What follows belongs to an exercise in optimizing a design on an open flow for small area; a production flow would make more cautious choices.
Where RTL was checked, it was by simulation tests only, not by an equivalence proof against the original.
No functional check of the RTL was part of runs 1 and 2.
No activity file was given, so power comes from the tool's default toggle rates.

--- flow/flow/run.sh ---
#!/bin/bash
# Standard ORFS layout with two changes: ports are buffered with the smallest
# buffer, and clock-tree synthesis uses small clock buffers without dummy loads.
set -euo pipefail
export BUFFER_PORTS_ARGS="-buffer_cell sky130_fd_sc_hd__buf_1"
export CTS_ARGS="-sink_clustering_enable -repair_clock_nets -dont_use_dummy_load -buf_list {sky130_fd_sc_hd__clkbuf_8} -sink_clustering_size 20 -sink_clustering_max_diameter 70"
for step in synth floorplan place cts route finish; do
  bash standard.sh $step > log_$step.txt 2>&1
done
--- flow/standard.sh ---
#!/bin/bash
# synth_recipe.tcl (not shown) runs the flow's synth.tcl, then flattens the netlist and writes it again
# the make line also repeats each setting of config.mk as NAME=value (left out here)
make -C /OpenROAD-flow-scripts/flow DESIGN_CONFIG=/design/flow/config.mk WORK_HOME=/design/flow/orfs CLKGATE_MAP_FILE= SYNTH_SCRIPT=/design/flow/synth_recipe.tcl "${@:-finish}"
--- flow/config.mk ---
export PLATFORM = sky130hd
export DESIGN_NAME = array_feeder
export DESIGN_NICKNAME = array_feeder
export VERILOG_FILES = /design/flow/design.v
export SDC_FILE = /design/flow/constraint.sdc
export NUM_CORES = 4
export LEC_CHECK = 0
export CAP_MARGIN = 20
export CORE_MARGIN = 2
export CORE_UTILIZATION = 65
export PLACE_DENSITY = 0.7
export SLEW_MARGIN = 20
--- flow/constraint.sdc ---
create_clock -name core_clock -period 4.0 [get_ports {clk}]
set_input_delay 0.8000 -clock core_clock [delete_from_list [all_inputs] [get_ports {clk}]]
set_output_delay 0.8000 -clock core_clock [all_outputs]
set_load 0.01 [all_outputs]
--- flow/design.v ---
module array_feeder #(
    parameter int HEIGHT = 12,
    parameter int WIDTH  = 14,
    parameter int IWIDTH = 8,
    parameter int KW     = 8
) (
    input  logic                     clk,
    input  logic                     rst,
    input  logic                     start,
    input  logic [KW-1:0]            k_len,
    output logic                     busy,
    output logic                     done,
    input  logic                     in_valid,
    output logic                     in_ready,
    input  logic [HEIGHT*IWIDTH-1:0] in_ifm,
    input  logic [WIDTH*IWIDTH-1:0]  in_wght,
    output logic [HEIGHT-1:0]        en_i,
    output logic [HEIGHT-1:0]        clr_i,
    output logic [WIDTH-1:0]         en_w,
    output logic [WIDTH-1:0]         clr_w,
    output logic [WIDTH-1:0]         en_o,
    output logic [WIDTH-1:0]         clr_o,
    output logic [HEIGHT*IWIDTH-1:0] ifm,
    output logic [WIDTH*IWIDTH-1:0]  wght
);
    localparam int FLUSH_LEN = HEIGHT + WIDTH - 2;           
    localparam int DRAIN_LEN = HEIGHT + WIDTH - 1;           
    localparam int P_DONE    = FLUSH_LEN + DRAIN_LEN;        
    localparam int NL        = (HEIGHT > WIDTH) ? HEIGHT : WIDTH;
    localparam int QW        = $clog2(NL + 2);
    localparam logic [1:0] S_IDLE   = 2'd0;
    localparam logic [1:0] S_CLEAR  = 2'd1;
    localparam logic [1:0] S_STREAM = 2'd2;
    localparam logic [1:0] S_POST   = 2'd3;
    logic [1:0]    st_q;
    logic [KW-1:0] cnt_q;
    logic          zdone_q;
    logic [QW-1:0] cq_q;      
    logic [NL-1:0] en_q;      
    logic [WIDTH-1:0] eo_q;
    logic          acc;
    logic [KW-1:0] p_neg;
    assign acc      = (st_q == S_STREAM) && in_valid;
    assign in_ready = (st_q == S_STREAM);
    assign busy     = (st_q != S_IDLE);
    assign done     = ((st_q == S_POST) && (cnt_q == KW'(-P_DONE))) || zdone_q;
    always_ff @(posedge clk or posedge rst) begin
        if (rst) begin
            st_q    <= S_IDLE;
            zdone_q <= 1'b0;
            cq_q    <= '0;
            en_q    <= '0;
            eo_q    <= '0;
        end else begin
            zdone_q <= (st_q == S_IDLE) && start && (k_len == '0);
            en_q    <= {en_q[NL-2:0], acc};
            eo_q    <= {eo_q[WIDTH-2:0], (st_q == S_POST) && (p_neg >= KW'(FLUSH_LEN)) && (p_neg < KW'(FLUSH_LEN+HEIGHT))};
            if (st_q == S_CLEAR) cq_q <= QW'(1);
            else if (cq_q != '0) cq_q <= cq_q + QW'(1);
            case (st_q)
                S_IDLE:   if (start && (k_len != '0)) st_q <= S_CLEAR;
                S_CLEAR:  st_q <= S_STREAM;
                S_STREAM: if (in_valid && (cnt_q == KW'(1))) st_q <= S_POST;
                default:  if (cnt_q == KW'(-P_DONE)) st_q <= S_IDLE;
            endcase
        end
    end
    always_ff @(posedge clk) begin
        if (st_q == S_IDLE) cnt_q <= k_len;
        else if ((st_q == S_POST) || ((st_q == S_STREAM) && in_valid)) cnt_q <= cnt_q - KW'(1);
    end
    assign p_neg = -cnt_q;
    for (genvar k = 0; k < NL; k++) begin : g_ctl
        if (k < HEIGHT) begin : g_r
            assign en_i[k]  = en_q[k];
            assign clr_i[k] = (cq_q == QW'(k + 1));
        end
        if (k < WIDTH) begin : g_c
            assign en_w[k]  = en_q[k];
            assign clr_w[k] = (cq_q == QW'(k + 1));
            assign clr_o[k] = (cq_q == QW'(k + 1));
            assign en_o[k]  = eo_q[k];
        end
    end
    for (genvar h = 0; h < HEIGHT; h++) begin : g_row
        logic [IWIDTH*(h+1)-1:0] sr_q;
        if (h == 0) begin : g_first
            always_ff @(posedge clk) sr_q <= in_ifm[h*IWIDTH +: IWIDTH];
        end else begin : g_rest
            always_ff @(posedge clk) sr_q <= {sr_q[IWIDTH*h-1:0], in_ifm[h*IWIDTH +: IWIDTH]};
        end
        assign ifm[h*IWIDTH +: IWIDTH] = sr_q[IWIDTH*h +: IWIDTH] & {IWIDTH{en_q[h]}};
    end
    for (genvar w = 0; w < WIDTH; w++) begin : g_col
        logic [IWIDTH*(w+1)-1:0] sr_q;
        if (w == 0) begin : g_first
            always_ff @(posedge clk) sr_q <= in_wght[w*IWIDTH +: IWIDTH];
        end else begin : g_rest
            always_ff @(posedge clk) sr_q <= {sr_q[IWIDTH*w-1:0], in_wght[w*IWIDTH +: IWIDTH]};
        end
        assign wght[w*IWIDTH +: IWIDTH] = sr_q[IWIDTH*w +: IWIDTH] & {IWIDTH{en_q[w]}};
    end
endmodule
==> qor.csv, run 1 <==
metric,value,unit
dp.final_hpwl,32900,um
drtAntennaViolNets,0,
p_seq_share,69.4,%
setup_viol,0,
clockBufferDepth,3,
startpoint_type,flip-flop,
ys_types,36,
placementRows,82,
skew,0.0452,ns
core_region_area,50000,sq um
wirelength,47000,um
worstReg2RegEnd,cnt_q[6],
cp_top_family,simple AND/OR/NAND/NOR gates,
htreeDepth,3,
crit_required,3.20,ns
drtIter0Drc,568,
antenna_found_initial,12,
internal-power,18.5,mW
max_stage_delay,0.47,ns
area_delta_synth_final,11.0,%
clkLatencyLatePin,0.67,ns
rrSetupSlack,1.90,ns
dp_cells,3006,
synth.net_count,2111,
whs_endpoint,g_col[0].sr_q[2],
p_per_area,652,nW/um^2
crit_buf_inv,1,
grt.overflow.total,0,
postPlaceCellArea,35200,sq um
layout.cells.non_filler,3100,
hold_violations,0,
power.total,23.7,mW
clk_pin_slew_worst_paths,0.11,ns
status,no timing/DRC/antenna violations,
ff2ff_path_depth,6,
dieArea,52300,sq um
ys_seq_area_share,92.7,%
start_util,65.7,%
drc,0,
grt_pass1_wl,69900,um
grt_use_total,17.7,%
hold_depth,1,
r2r-start,cnt_q[0],
postCtsSetupRepairBufs,0,
max_freq,352,MHz
cap_violations,0,
portBuffers,510,
period_needed,2.84,ns
io_pins,511,
nNetsFinal,2653,
wl_per_cell,15.2,um
critPathKind,flip-flop to output pin,
cts.sinks,1507,
synth_top_cell_area_share,89.3,%
postLayoutCellArea,36400,sq um
cts.root.buffer_cell,clkbuf_8,
yosysWarnings,1,
p_leak,15.1,nW
grt_pass1_vias,12881,
synth_seq_cells,1507,
synthTopCellsByArea,"dfxtp_1 89%, and2_1 4.2%, dfrtp_1 2.7%",
hold_path.class,input pin to flip-flop,
comb_power_share,6.3,%
drv_slew,0,
cts_tree,built,
drive_gt1_share,3.84,%
grt_max_degree,36,
dr.pass1.iters,4,
worstPathMaxFanout,5,
fp.dieW,229,um
hp-start,in_wght[2],
min_period_over_period,71.0,%
cts_resized,0,
hold_buffers,0,
avgSynthCellArea,17.5,sq um
final_util,72.9,%
via_count,13341,
critPathArrivalTime,2.04,ns
cp_slowest_cell,edfxtp_1,
slew_headroom,36.2,%
finalSetupTns,0,ns
yosysTopAreaCell,dfxtp_1,
rsz0062_at_grt,false,
cts_buffers,85,
vdd_drop_max,464,uV
synth_area,32800,sq um
viasPerCell,4.30,
worst_pin_slew,0.957,ns
gp_congestion,0.933,
crit_start,cnt_q[4],
end_kind,output pin,
swShare,22.2,%
synthCells,1879,
die_height,229,um
crit_chain,or2_4 -> nor3_1 -> a21o_1 -> buf_1,
p_clk_share,24.3,%
power.switching,5.26,mW
## stage by stage
| stage | worst slack, ns | hold WS (ns) |
|---|---|---|
| 2_1_floorplan | 1.95 | 0.310 |
| 3_3_place_gp | 1.86 | 0.310 |
| 3_5_place_dp | 1.83 | 0.312 |
| 4_1_cts | 1.05 | 0.132 |
| 5_1_grt | 0.938 | 0.153 |
| 6_report | 1.16 | 0.212 |
## how the worst max path moves through the flow
stage	cells past startpoint	slack, ns	endpoint
6_report	4	1.16	done
5_1_grt	4	0.94	busy
4_1_cts	2	1.05	wght[61]
3_5_place_dp	4	1.83	busy
3_3_place_gp	2	1.86	ifm[59]
2_1_floorplan	3	1.95	clr_o[2]
## state kept, by name (all words and copies together), names as in the netlist
name        cells
g_row.sr_q    624
cnt_q           8
cq_q            4
eo_q           14
g_col.sr_q    840
en_q           14
st_q            2
zdone_q         1
## power groups by stage
| stage | combinational, mW | clock (mW) | sequential [mW] |
|---|---|---|---|
| global route | 1.64 | 6.56 | 16.6 |
| global placement | 1.47 | 0 | 16.8 |
| finish | 1.50 | 5.78 | 16.5 |
| CTS | 1.51 | 6.03 | 16.5 |
| detailed placement | 1.51 | 0 | 16.8 |
| floorplan | 1.10 | 0 | 16.5 |
## cells in the final DEF, fill, tap and decap left out, types with 2 or more instances in the layout
master / netlist / final
nor3b_1: 2 / 2
nor2b_1: 2 / 2
a21oi_1: 6 / 6
o21ai_0: 8 / 8
and3_1: 3 / 3
or3_1: 2 / 2
nand2b_1: 4 / 4
nand3b_1: 3 / 3
ha_1: 12 / 12
and2_1: 218 / 218
xnor2_1: 5 / 5
xor2_1: 3 / 3
nand3_1: 4 / 4
nor2_1: 5 / 5
nor4_1: 4 / 4
nand2_1: 13 / 13
dfrtp_1: 35 / 35
edfxtp_1: 8 / 8
inv_1: 9 / 8
nor3_1: 2 / 2
diode_2: 0 / 9
buf_1: 0 / 510
clkbuf_8: 0 / 85
dfxtp_1: 1464 / 1464
## metal layers
metal	vias up	global-route usage (%)	part of all wire, %
li1	6764	-	-
met1	6094	20.8	41
met2	381	30.6	49
met3	94	4.78	6.8
met4	8	8.01	3.1
met5	-	0	0.094
## worst reg2reg max path, cell delays in order, from the launching register on
cell and delay [ns]:
edfxtp_1 0.48, inv_1 0.14, ha_1 0.24, inv_1 0.11, or4_4 0.49, xnor2_1 0.15
mux2_2 0.27
## cells in the mapped netlist
library cell and number:
nand2_1 13, o32a_1 1, or3_1 2, a211oi_2 1, nand3_1 4, nor3_1 2, xnor2_1 5, mux2_1 1
or2_2 1, nand3b_1 3, a21oi_1 6, and2_1 218, nor2_1 5, nand2b_1 4, dfxtp_1 1464, nor4_4 1
clkbuf_1 15, o21ai_0 8, ha_1 12, a21o_1 1, xor2_1 3, buf_2 2, nand4b_1 1, and3b_1 1
and3_1 3, nor2b_1 2, or2_4 1, nor3b_1 2, mux2_2 1, edfxtp_1 8, inv_1 9, buf_4 38
nor4_1 4, a221oi_2 1, dfrtp_1 35, or4_4 1
## kinds of logic after synthesis
group                      count (synthesis)  share of synthesized area, %
buffers and inverters                     64                          1.17
and+or+nand+nor                          268                          5.05
muxes                                      2                        0.0686
DFF                                     1507                          92.7
adders and majority gates                 12                         0.457
AOI/OAI and AO/OA                         18                         0.351
xor gates and xnor gates                   8                         0.213
## cell type report
class	count	area, sq um
Antenna cell	9	22.5
Multi-Input combinational cell	308	2020
Fill cell	3260	13500
Clock buffer	85	1170
Sequential cell	1507	30400
Inverter	9	33.8
Timing Repair Buffer	510	1910
Tap cell	672	841
==> inputs of run 2 (changes only) <==
--- a/flow/design.v
+++ b/flow/design.v
@@ -35,9 +35,9 @@
     logic [1:0]    st_q;
     logic [KW-1:0] cnt_q;
     logic          zdone_q;
-    logic [QW-1:0] cq_q;      
     logic [NL-1:0] en_q;      
-    logic [WIDTH-1:0] eo_q;
+    logic [WIDTH-1:0] ch_q;   
+    logic          dp;       
     logic          acc;
     logic [KW-1:0] p_neg;
     assign acc      = (st_q == S_STREAM) && in_valid;
@@ -48,15 +48,13 @@
         if (rst) begin
             st_q    <= S_IDLE;
             zdone_q <= 1'b0;
-            cq_q    <= '0;
             en_q    <= '0;
-            eo_q    <= '0;
+            ch_q    <= '0;
         end else begin
             zdone_q <= (st_q == S_IDLE) && start && (k_len == '0);
             en_q    <= {en_q[NL-2:0], acc};
-            eo_q    <= {eo_q[WIDTH-2:0], (st_q == S_POST) && (p_neg >= KW'(FLUSH_LEN)) && (p_neg < KW'(FLUSH_LEN+HEIGHT))};
-            if (st_q == S_CLEAR) cq_q <= QW'(1);
-            else if (cq_q != '0) cq_q <= cq_q + QW'(1);
+            ch_q    <= {ch_q[WIDTH-2:0], (st_q == S_CLEAR) ||
+                        ((st_q == S_POST) && (p_neg >= KW'(FLUSH_LEN)) && (p_neg < KW'(FLUSH_LEN+HEIGHT)))};
             case (st_q)
                 S_IDLE:   if (start && (k_len != '0)) st_q <= S_CLEAR;
                 S_CLEAR:  st_q <= S_STREAM;
@@ -70,16 +68,17 @@
         else if ((st_q == S_POST) || ((st_q == S_STREAM) && in_valid)) cnt_q <= cnt_q - KW'(1);
     end
     assign p_neg = -cnt_q;
+    assign dp = (st_q == S_POST) && cnt_q[KW-1] && !(cnt_q[5] && cnt_q[4]);
     for (genvar k = 0; k < NL; k++) begin : g_ctl
         if (k < HEIGHT) begin : g_r
             assign en_i[k]  = en_q[k];
-            assign clr_i[k] = (cq_q == QW'(k + 1));
+            assign clr_i[k] = ch_q[k] && !dp;
         end
         if (k < WIDTH) begin : g_c
             assign en_w[k]  = en_q[k];
-            assign clr_w[k] = (cq_q == QW'(k + 1));
-            assign clr_o[k] = (cq_q == QW'(k + 1));
-            assign en_o[k]  = eo_q[k];
+            assign clr_w[k] = ch_q[k] && !dp;
+            assign clr_o[k] = ch_q[k] && !dp;
+            assign en_o[k]  = ch_q[k] && dp;
         end
     end
     for (genvar h = 0; h < HEIGHT; h++) begin : g_row
==> qor.csv, run 2 <==
metric,value,unit,change
drc,0,,unchanged
fp.dieW,229,um,about the same
viasPerCell,4.37,,was 4.30
rsz0062_at_grt,false,,unchanged
synthAdderAreaFrac,0.305,%,was 0.457%
yosysWarnings,1,,unchanged
antenna_found_initial,13,,was 12
period_needed,3.16,ns,was 2.84 ns
grt_use_total,17.8,%,was 17.7%
yosysTopAreaCell,dfxtp_1,,unchanged
hold_path.class,input pin to flip-flop,,unchanged
portBuffers,510,,unchanged
start_util,65.6,%,was 65.7%
crit_chain,ha_1 -> nand2_1 -> a21oi_4 -> nor2b_1 -> buf_1,,was or2_4 -> nor3_1 -> a21o_1 -> buf_1
max_freq,316,MHz,was 352 MHz
grt_pass1_vias,13176,,was 12881
avgSynthCellArea,17.4,sq um,was 17.5 sq um
top_register,g_col.sr_q,,unchanged
critPathArrivalTime,2.36,ns,was 2.04 ns
cp_slowest_cell,a21oi_4,,was edfxtp_1
core_region_area,50000,sq um,unchanged
synth_area,32800,sq um,about the same
most-common-layout-cells,"1464 x dfxtp_1, 510 x buf_1, 223 x and2_1",,"was 1464 x dfxtp_1, 510 x buf_1, 218 x and2_1"
clk_pin_slew_worst_paths,0.10,ns,was 0.11 ns
cap_violations,0,,unchanged
setup_viol,0,,unchanged
reg.largest.list,"g_col.sr_q x840, g_row.sr_q x624",,unchanged
slew_headroom,37.6,%,was 36.2%
dp.final_hpwl,33100,um,was 32900 um
grt.overflow.total,0,,unchanged
synth_common_cells,"1464 x dfxtp_1, 223 x and2_1, 38 x buf_4",,"was 1464 x dfxtp_1, 218 x and2_1, 38 x buf_4"
synth.net_count,2107,,was 2111
dieArea,52200,sq um,was 52300 sq um
synthCells,1879,,unchanged
nNetsFinal,2648,,was 2653
cts_resized,0,,unchanged
synth_top_family_by_area,simple AND/OR/NAND/NOR gates,,unchanged
layout.cells.non_filler,3100,,unchanged
synth_most_common_cell,dfxtp_1,,unchanged
cts_buffers,85,,unchanged
grt_max_degree,32,,was 36
vdd_drop_max,461,uV,was 464 uV
synth_ff_type,dfxtp_1,,unchanged
drtAntennaViolNets,0,,unchanged
postCtsSetupRepairBufs,0,,unchanged
io_pins,511,,unchanged
drive_gt1_share,3.97,%,was 3.84%
fillers,3199,,was 3260
synth_top_cell_area_share,89.4,%,was 89.3%
min_period_over_period,79.0,%,was 71.0%
cp_top_family,compound AO/OA/AOI/OAI gates,,was simple AND/OR/NAND/NOR gates
die_height,229,um,about the same
worst_pin_slew,0.936,ns,was 0.957 ns
synth_compound_area_share,0.573,%,was 0.351%
htreeDepth,3,,unchanged
status,no timing/DRC/antenna violations,,unchanged
drtIter0Drc,546,,was 568
synth_mux_area_share,0.0802,%,was 0.0686%
synth_seq_cells,1503,,was 1507
finalSetupTns,0,ns,unchanged
clkLatencyLatePin,0.67,ns,about the same
startpoint_type,flip-flop,,unchanged
dp_cells,3005,,was 3006
hold_buffers,0,,unchanged
max_stage_delay,0.52,ns,was 0.47 ns
via_count,13535,,was 13341
skew,0.0738,ns,was 0.0452 ns
ys_types,44,,was 36
placementRows,82,,unchanged
crit_buf_inv,1,,unchanged
layout_commonest_cell,dfxtp_1,,unchanged
cts.sinks,1503,,was 1507
end_kind,output pin,,unchanged
synth_edf_count,8,,unchanged
gp_congestion,0.891,,was 0.933
wl_per_cell,15.2,um,about the same
p_leak,15.0,nW,was 15.1 nW
critPathKind,flip-flop to output pin,,unchanged
synthSimpleGateAreaFrac,5.09,%,was 5.05%
cts.root.buffer_cell,clkbuf_8,,unchanged
cts_tree,built,,unchanged
area_delta_synth_final,11.0,%,about the same
hold_violations,0,,unchanged
clockBufferDepth,3,,unchanged
wirelength,47200,um,was 47000 um
largest_reg_flops,840,,unchanged
worstPathMaxFanout,28,,was 5
synthTopCellsByArea,"dfxtp_1 89%, and2_1 4.3%, dfrtp_1 2.4%",,"was dfxtp_1 89%, and2_1 4.2%, dfrtp_1 2.7%"
crit_required,3.20,ns,about the same
dr.pass1.iters,4,,unchanged
synth_xor_xnor_area_share,0.187,%,was 0.213%
p_per_area,650,nW/um^2,was 652 nW/um^2
ys_async_sr_fraction,2.06,%,was 2.32%
grt_pass1_wl,69900,um,about the same
ys_seq_area_share,92.5,%,was 92.7%
drv_slew,0,,unchanged
[run 2: through the flow]
| step | cell area, sq um | setup WS (ns) | power (mW) | utilization (%) | hold WS, ns |
|---|---|---|---|---|---|
| after global routing | 36300 | 0.576 | 24.7 | 72.7 | 0.120 |
| after floorplan | 32800 | 1.76 | 17.6 | - | 0.310 |
| final | 36400 | 0.840 | 23.6 | 72.8 | 0.204 |
| after global placement | 35200 | 1.56 | 18.1 | 70.4 | 0.309 |
| after CTS | 36300 | 0.777 | 23.9 | 72.7 | 0.117 |
| after detailed placement | 35200 | 1.47 | 18.2 | 70.4 | 0.312 |
[run 2: path summary, 6_finish.rpt]
kind | startpoint | end | slack (ns) | cells past startpoint
min in group asynchronous | rst | en_q[9] | 0.25 | 2
hold / removal | in_ifm[75] | g_row[9].sr_q[3] | 0.20 | 1
max in group asynchronous | rst | st_q[1] | 3.14 | 2
setup reg to reg | st_q[0] | st_q[1] | 1.84 | 6
hold reg to reg | g_col[10].sr_q[66] | g_col[10].sr_q[74] | 0.28 | 0
setup / recovery | st_q[1] | clr_o[2] | 0.84 | 5
[run 2: area by class of cell]
cell class | count | area, sq um | share of cell area (%)
Inverter | 10 | 37.5 | 0.103
Multi-Input combinational cell | 310 | 2040 | 5.62
Tap cell | 672 | 841 | 2.31
Clock buffer | 85 | 1170 | 3.22
Timing Repair Buffer | 510 | 1910 | 5.27
Sequential cell | 1503 | 30300 | 83.4
Antenna cell | 10 | 25.0 | 0.0688
[run 2: kinds of logic (layout without fill, tap and decap cells)]
family          Yosys count  after routing
flops                  1503           1503
simple gates            269            269
buf+inv                  66            605
compound gates           24             24
fa+ha+maj                 8              8
xor+xnor                  7              7
mux                       2              2
other cells               0             10
[run 2: worst register-to-register path: stages, from the launching register on]
cell and delay, ns:
dfrtp_1 0.39, inv_1 0.09, ha_1 0.42, or2_2 0.42
a311oi_2 0.28, a211oi_2 0.09, mux2_4 0.34
[run 2: power breakdown]
group / leakage [nW] / internal [mW] / switching [mW]
clock: 0.611 / 1.93 / 3.85
sequential: 12.8 / 15.9 / 0.480
combinational: 1.55 / 0.559 / 0.891
[run 2: metal layers]
layer / GRT usage (%) / part of all wire, % / up-vias
met5: 0 / 0.097 / -
met4: 8.86 / 4.4 / 8
met3: 5.05 / 6.1 / 123
met2: 32.2 / 51 / 391
met1: 19.0 / 38 / 6254
li1: - / - / 6759
==> inputs of run 3 (changes only) <==
--- a/flow/design.v
+++ b/flow/design.v
@@ -38,9 +38,11 @@
     logic [NL-1:0] en_q;      
     logic [WIDTH-1:0] ch_q;   
     logic          dp;       
+    logic          dec;      
     logic          acc;
     logic [KW-1:0] p_neg;
     assign acc      = (st_q == S_STREAM) && in_valid;
+    assign dec      = acc || (st_q == S_POST);
     assign in_ready = (st_q == S_STREAM);
     assign busy     = (st_q != S_IDLE);
     assign done     = ((st_q == S_POST) && (cnt_q == KW'(-P_DONE))) || zdone_q;
@@ -65,7 +67,7 @@
     end
     always_ff @(posedge clk) begin
         if (st_q == S_IDLE) cnt_q <= k_len;
-        else if ((st_q == S_POST) || ((st_q == S_STREAM) && in_valid)) cnt_q <= cnt_q - KW'(1);
+        else                cnt_q <= cnt_q - KW'(dec);
     end
     assign p_neg = -cnt_q;
     assign dp = (st_q == S_POST) && cnt_q[KW-1] && !(cnt_q[5] && cnt_q[4]);
==> qor.csv, run 3 <==
metric,value,unit,change
worstReg2RegEnd,cnt_q[7],,was st_q[1]
hold_depth,1,,unchanged
via_count,13492,,was 13535
io_pins,511,,unchanged
p_per_area,654,nW/um^2,was 650 nW/um^2
portBuffers,510,,unchanged
clockBufferDepth,3,,unchanged
whs_endpoint,g_col[10].sr_q[6],,was g_row[9].sr_q[3]
fp.dieW,228,um,was 229 um
power.total,23.6,mW,about the same
power.switching,5.25,mW,was 5.22 mW
p_clk_share,24.5,%,was 24.4%
ys_types,36,,was 44
yosysWarnings,1,,unchanged
core_region_area,49900,sq um,was 50000 sq um
synth_common_cells,"1472 x dfxtp_1, 223 x and2_1, 38 x buf_4",,"was 1464 x dfxtp_1, 223 x and2_1, 38 x buf_4"
drv_slew,0,,unchanged
period_needed,3.06,ns,was 3.16 ns
clkLatencyLatePin,0.68,ns,was 0.67 ns
hold_path.class,input pin to flip-flop,,unchanged
swShare,22.2,%,was 22.1%
critPathKind,flip-flop to output pin,,unchanged
layout_commonest_cell,dfxtp_1,,unchanged
final_util,72.6,%,was 72.8%
vdd_drop_max,487,uV,was 461 uV
crit_required,3.20,ns,about the same
antenna_found_initial,13,,unchanged
ff2ff_path_depth,9,,was 6
rrSetupSlack,1.83,ns,was 1.84 ns
worst_slack,0.939,ns,was 0.840 ns
r2r-start,st_q[0],,unchanged
dr.pass1.iters,4,,unchanged
wl_per_cell,15.5,um,was 15.2 um
worstPathMaxFanout,28,,unchanged
cts.root.buffer_cell,clkbuf_8,,unchanged
cap_violations,0,,unchanged
ys_seq_area_share,92.8,%,was 92.5%
cts.sinks,1503,,unchanged
slew_headroom,35.5,%,was 37.6%
fillers,3256,,was 3199
drc,0,,unchanged
hp-start,in_wght[86],,was in_ifm[75]
drtIter0Drc,642,,was 546
top_register,g_col.sr_q,,unchanged
grt_use_total,18.4,%,was 17.8%
placementRows,82,,unchanged
most-common-layout-cells,"1472 x dfxtp_1, 510 x buf_1, 223 x and2_1",,"was 1464 x dfxtp_1, 510 x buf_1, 223 x and2_1"
ys_async_sr_fraction,2.06,%,unchanged
cp_slowest_cell,dfrtp_1,,was a21oi_4
p_seq_share,69.2,%,was 69.4%
cts_tree,built,,unchanged
internal-power,18.4,mW,about the same
synth_edf_count,0,,was 8
drtAntennaViolNets,0,,unchanged
p_leak,15.0,nW,about the same
critPathArrivalTime,2.26,ns,was 2.36 ns
cts_resized,0,,unchanged
max_freq,327,MHz,was 316 MHz
postCtsSetupRepairBufs,0,,unchanged
synth_most_common_cell,dfxtp_1,,unchanged
skew,0.0374,ns,was 0.0738 ns
synth_area,32600,sq um,was 32800 sq um
nNetsFinal,2637,,was 2648
setup_viol,0,,unchanged
hold_buffers,0,,unchanged
max_stage_delay,0.44,ns,was 0.52 ns
dp_slack,1.62,ns,was 1.47 ns
viasPerCell,4.37,,about the same
rsz0062_at_grt,false,,unchanged
dieArea,51900,sq um,was 52200 sq um
dp.final_hpwl,33700,um,was 33100 um
comb_power_share,6.3,%,was 6.1%
reg.largest.list,"g_col.sr_q x840, g_row.sr_q x624",,unchanged
area_delta_synth_final,11.1,%,was 11.0%
clk_pin_slew_worst_paths,0.11,ns,was 0.10 ns
yosysTopAreaCell,dfxtp_1,,unchanged
start_util,65.3,%,was 65.6%
synthTopCellsByArea,"dfxtp_1 90%, and2_1 4.3%, dfrtp_1 2.4%",,"was dfxtp_1 89%, and2_1 4.3%, dfrtp_1 2.4%"
synth_top_cell_area_share,90.5,%,was 89.4%
wirelength,47800,um,was 47200 um
whs,0.184,ns,was 0.204 ns
worst_pin_slew,0.968,ns,was 0.936 ns
crit_chain,ha_1 -> nand2_1 -> a21oi_1 -> buf_4 -> nor2b_1 -> buf_1,,was ha_1 -> nand2_1 -> a21oi_4 -> nor2b_1 -> buf_1
largest_reg_flops,840,,unchanged
synth.net_count,2094,,was 2107
seqCellArea,30200,sq um,was 30300 sq um
status,no timing/DRC/antenna violations,,unchanged
grt_pass1_vias,13257,,was 13176
end_kind,output pin,,unchanged
synth_ff_type,dfxtp_1,,unchanged
synth_seq_cells,1503,,unchanged
htreeDepth,3,,unchanged
hold_violations,0,,unchanged
min_period_over_period,76.5,%,was 79.0%
finalSetupTns,0,ns,unchanged
grt.overflow.total,0,,unchanged
grt_max_degree,32,,unchanged
synthCells,1868,,was 1879
die_height,228,um,was 229 um
avgSynthCellArea,17.4,sq um,about the same
gp_congestion,0.887,,was 0.891
grt_pass1_wl,71800,um,was 69900 um
startpoint_type,flip-flop,,unchanged
cts_buffers,85,,unchanged
drive_gt1_share,3.90,%,was 3.97%
multiInputGateArea,1940,sq um,was 2040 sq um
-- run 3: cell count changes after synthesis, sizes merged, moves of 3 or more --
| cell | delta |
|---|---|
| a21oi | -3 |
| and2b | +11 |
| dfxtp | +8 |
| edfxtp | -8 |
| nor2b | -10 |
-- run 3: final cells by class --
cell class / instances / area share [%]
inverters: 12 / 0.124
clock buffers: 85 / 3.23
well taps: 672 / 2.32
diodes: 9 / 0.0622
repair buffers: 511 / 5.31
multi-input cells: 298 / 5.36
flip-flops and latches: 1503 / 83.6
-- run 3: worst max-delay path by stage --
stage	start	endpoint	cells past startpoint
2_1_floorplan	st_q[1]	clr_o[0]	6
3_3_place_gp	st_q[0]	clr_i[8]	6
3_5_place_dp	st_q[1]	clr_w[8]	6
4_1_cts	st_q[1]	clr_w[8]	6
5_1_grt	st_q[1]	clr_w[8]	6
6_report	st_q[1]	clr_w[8]	6
-- run 3: kinds of logic after synthesis --
group | Yosys count | share of synthesized area, %
multiplexers | 1 | 0.0461
buffers and inverters | 67 | 1.21
flip-flops | 1503 | 92.8
AO/OA/AOI/OAI | 20 | 0.484
XOR/XNOR | 5 | 0.134
adder cells (fa/ha/maj) | 6 | 0.230
AND/OR/NAND/NOR | 266 | 5.05
-- run 3: worst max-delay path: cells and delay by family (launching register included) --
| kind | cells | cell delay (ns) |
|---|---|---|
| buffers and inverters | 2 | 0.42 |
| AOI/OAI and AO/OA | 1 | 0.04 |
| DFF | 1 | 0.44 |
| and+or+nand+nor | 2 | 0.46 |
| adders and majority gates | 1 | 0.24 |
-- run 3: power by group through the flow --
stage / registers [mW] / clock network (mW) / logic (mW)
after CTS: 16.4 / 6.02 / 1.50
final: 16.4 / 5.79 / 1.49
after global placement: 16.7 / 0 / 1.48
after detailed placement: 16.7 / 0 / 1.50
after global routing: 16.5 / 6.56 / 1.60
after floorplan: 16.5 / 0 / 1.12
-- run 3: layer usage --
layer	vias to the layer above	global-route usage, %	routed length [um]
li1	6714	-	-
met1	6239	20.4	18900
met2	403	32.1	23600
met3	128	5.36	2970
met4	8	9.99	2340
met5	-	0	46
-- run 3: stage by stage --
step / cell area [sq um] / cells
final: 36200 / 3090
after global routing: 36200 / 3088
after CTS: 36200 / 3081
after detailed placement: 35000 / 2996
after global placement: 35000 / 2996
after floorplan: 32600 / 1868
==> inputs of run 4 (changes only) <==
==> flow/flow/run.sh (replaced) <==
#!/bin/bash
# Standard ORFS layout with two changes: ports are buffered with the smallest
# buffer, and clock-tree synthesis uses small clock buffers without dummy loads.
set -euo pipefail
export BUFFER_PORTS_ARGS="-buffer_cell sky130_fd_sc_hd__buf_1"
export CTS_ARGS="-sink_clustering_enable -repair_clock_nets -dont_use_dummy_load -buf_list {sky130_fd_sc_hd__clkbuf_8} -sink_clustering_size 18 -sink_clustering_max_diameter 70"
for step in synth floorplan place cts route finish; do
  bash standard.sh $step > log_$step.txt 2>&1
done
==> qor.csv, run 4 <==
metric,value,unit,change
avgSynthCellArea,17.4,sq um,unchanged
drtAntennaViolNets,0,,unchanged
hold_depth,1,,unchanged
antenna_found_initial,14,,was 13
synth_edf_count,0,,unchanged
grt_use_total,18.5,%,was 18.4%
grt_max_degree,32,,unchanged
drv_slew,0,,unchanged
synth_ff_type,dfxtp_1,,unchanged
worst_pin_slew,0.921,ns,was 0.968 ns
finalSetupTns,0,ns,unchanged
postCtsSetupRepairBufs,0,,unchanged
critPathArrivalTime,2.28,ns,was 2.26 ns
startpoint_type,flip-flop,,unchanged
wl_per_cell,15.4,um,was 15.5 um
most-common-layout-cells,"1472 x dfxtp_1, 510 x buf_1, 223 x and2_1",,unchanged
grt_pass1_wl,71800,um,about the same
fp.dieW,228,um,unchanged
core_region_area,49900,sq um,unchanged
start_util,65.3,%,unchanged
layout_commonest_cell,dfxtp_1,,unchanged
grt_pass1_vias,13309,,was 13257
cts_tree,built,,unchanged
dp.final_hpwl,33700,um,unchanged
busiest_layer,met2,,unchanged
postPlaceCellArea,35000,sq um,unchanged
p_leak,15.0,nW,about the same
critPathKind,flip-flop to output pin,,unchanged
htreeDepth,3,,unchanged
cts.sinks,1503,,unchanged
gr-usage-met1,20.3,%,was 20.4%
min_period_over_period,76.9,%,was 76.5%
io_pins,511,,unchanged
whs,0.193,ns,was 0.184 ns
hold_violations,0,,unchanged
area_delta_synth_final,11.4,%,was 11.1%
synth_most_common_cell,dfxtp_1,,unchanged
portBuffers,510,,unchanged
postLayoutCellArea,36300,sq um,was 36200 sq um
dr.pass1.iters,4,,unchanged
worstPathMaxFanout,28,,unchanged
nNetsFinal,2645,,was 2637
skew,0.0451,ns,was 0.0374 ns
reg.largest.list,"g_col.sr_q x840, g_row.sr_q x624",,unchanged
viasPerCell,4.36,,was 4.37
yosysWarnings,1,,unchanged
rsz0062_at_grt,false,,unchanged
via_count,13515,,was 13492
top_register,g_col.sr_q,,unchanged
status,no timing/DRC/antenna violations,,unchanged
max_stage_delay,0.44,ns,about the same
cts_buffers,93,,was 85
synth.net_count,2094,,unchanged
cp_top_family,simple AND/OR/NAND/NOR gates,,unchanged
drive_gt1_share,4.22,%,was 3.90%
largest_reg_flops,840,,unchanged
clkLatencyLatePin,0.68,ns,about the same
slew_headroom,38.6,%,was 35.5%
dieArea,51900,sq um,unchanged
met3_usage,5.15,%,was 5.36%
cap_violations,0,,unchanged
ys_async_sr_fraction,2.06,%,unchanged
drtIter0Drc,585,,was 642
setup_viol,0,,unchanged
cp_slowest_cell,dfrtp_1,,unchanged
end_kind,output pin,,unchanged
ys_types,36,,unchanged
vdd_drop_max,482,uV,was 487 uV
clk_pin_slew_worst_paths,0.10,ns,was 0.11 ns
fillers,3248,,was 3256
synth_seq_cells,1503,,unchanged
cts.root.buffer_cell,clkbuf_8,,unchanged
synth_top_cell_area_share,90.5,%,unchanged
hold_path.class,input pin to flip-flop,,unchanged
ff2ff_path_depth,9,,unchanged
grt.overflow.total,0,,unchanged
rrSetupSlack,1.85,ns,was 1.83 ns
die_height,228,um,unchanged
ys_seq_area_share,92.8,%,unchanged
cts_resized,0,,unchanged
synthCells,1868,,unchanged
drc,0,,unchanged
period_needed,3.08,ns,was 3.06 ns
max_freq,325,MHz,was 327 MHz
grt_use_met2,32.1,%,about the same
synthTopCellsByArea,"dfxtp_1 90%, and2_1 4.3%, dfrtp_1 2.4%",,unchanged
wirelength,47700,um,was 47800 um
crit_required,3.20,ns,about the same
gp_congestion,0.887,,unchanged
clockBufferDepth,3,,unchanged
placementRows,82,,unchanged
synth_area,32600,sq um,unchanged
hold_buffers,0,,unchanged
crit_chain,ha_1 -> nand2_1 -> a21oi_1 -> buf_4 -> nor2b_1 -> buf_1,,unchanged
crit_cells,6,,unchanged
yosysTopAreaCell,dfxtp_1,,unchanged
p_per_area,656,nW/um^2,was 654 nW/um^2
synth_common_cells,"1472 x dfxtp_1, 223 x and2_1, 38 x buf_4",,unchanged
crit_buf_inv,2,,unchanged
run 4: cell counts after synthesis:
No cell type changed its count.
run 4: report_power, final:
part	internal [mW]	leakage, nW	switching [mW]
combinational	0.582	1.55	0.903
clock	2.10	0.669	3.88
sequential	15.9	12.8	0.474
run 4: logic make-up (layout without fill, tap and decap cells):
logic type                 count (synthesis)  after routing  share of synthesized area [%]
buffers and inverters                     67            616                           1.21
adders and majority gates                  6              6                          0.230
DFF                                     1503           1503                           92.8
AOI/OAI and AO/OA                         20             20                          0.484
xor gates and xnor gates                   5              5                          0.134
muxes                                      1              1                         0.0461
and+or+nand+nor                          266            266                           5.05
other                                      0             10                              0
run 4: per-stage QoR:
step / power [mW] / utilization [%] / instances / worst slack [ns]
floorplan: 17.6 / - / 1868 / 1.61
global route: 24.9 / 72.8 / 3096 / 0.807
detailed placement: 18.2 / 70.2 / 2996 / 1.62
global placement: 18.2 / 70.2 / 2996 / 1.64
CTS: 24.1 / 72.7 / 3089 / 0.848
finish: 23.8 / 72.8 / 3099 / 0.924
run 4: cell type report:
| cell class | instances | area [sq um] | area share (%) |
|---|---|---|---|
| Multi-Input combinational cell | 298 | 1940 | 5.34 |
| Tap cell | 672 | 841 | 2.32 |
| Inverter | 12 | 45.0 | 0.124 |
| Timing Repair Buffer | 511 | 1920 | 5.30 |
| Antenna cell | 10 | 25.0 | 0.0689 |
| Sequential cell | 1503 | 30200 | 83.3 |
| Clock buffer | 93 | 1280 | 3.53 |
run 4: worst register-to-register path, delay by kind of cell, from the launching register on:
family	cells	cell delay [ns]
AO/OA/AOI/OAI	1	0.15
XOR/XNOR	1	0.17
adder cells (fa/ha/maj)	2	0.38
buffers and inverters	1	0.12
flip-flops	1	0.41
AND/OR/NAND/NOR	4	0.87
run 4: path summary, 6_finish.rpt:
kind / from / to
hold / removal: in_wght[70] / g_col[8].sr_q[6]
max in group asynchronous: rst / en_q[12]
min in group asynchronous: rst / en_q[5]
hold reg to reg: g_row[11].sr_q[41] / g_row[11].sr_q[49]
setup / recovery: st_q[1] / clr_w[8]
setup reg to reg: st_q[0] / cnt_q[7]
run 4: metal layers:
metal  vias to the layer above  share of wire [%]  wire length [um]
li1                       6726                  -                 -
met1                      6224                 39             18400
met2                       425                 50             23600
met3                       132                6.7              3210
met4                         8                5.0              2410
met5                         -               0.11                52

==> port drivers added, routing unchanged <==
In the flow no input, the clock included, has a driving cell. The finished layouts below were timed again as built, in two steps.
Step 1 assumes that a clkbuf_16 drives the clock port and a buf_2 every other input.
Step 2 moves the port delays by t, midway between the first and last clock arrival at a register: inputs arrive t later, outputs are due t later. That takes back most of the time a late clock gives input paths.
Three values: ideal ports, drivers, drivers and shift; two values: the first two.
| run | t, ns | slack for setup (ns) | worst slew at a driven data input, ns | cell pins on the clock port's net |
|---|---|---|---|---|
| run 1 | 0.706 | 1.158 / 1.099 / 1.804 | 0.14 | 1 |
| run 2 | 0.688 | 0.840 / 0.789 / 1.477 | 0.11 | 1 |
| run 3 | 0.717 | 0.939 / 0.882 / 1.599 | 0.13 | 1 |
| run 4 | 0.716 | 0.924 / 0.867 / 1.583 | 0.15 | 1 |
After both steps setup and hold are still met in every run listed.
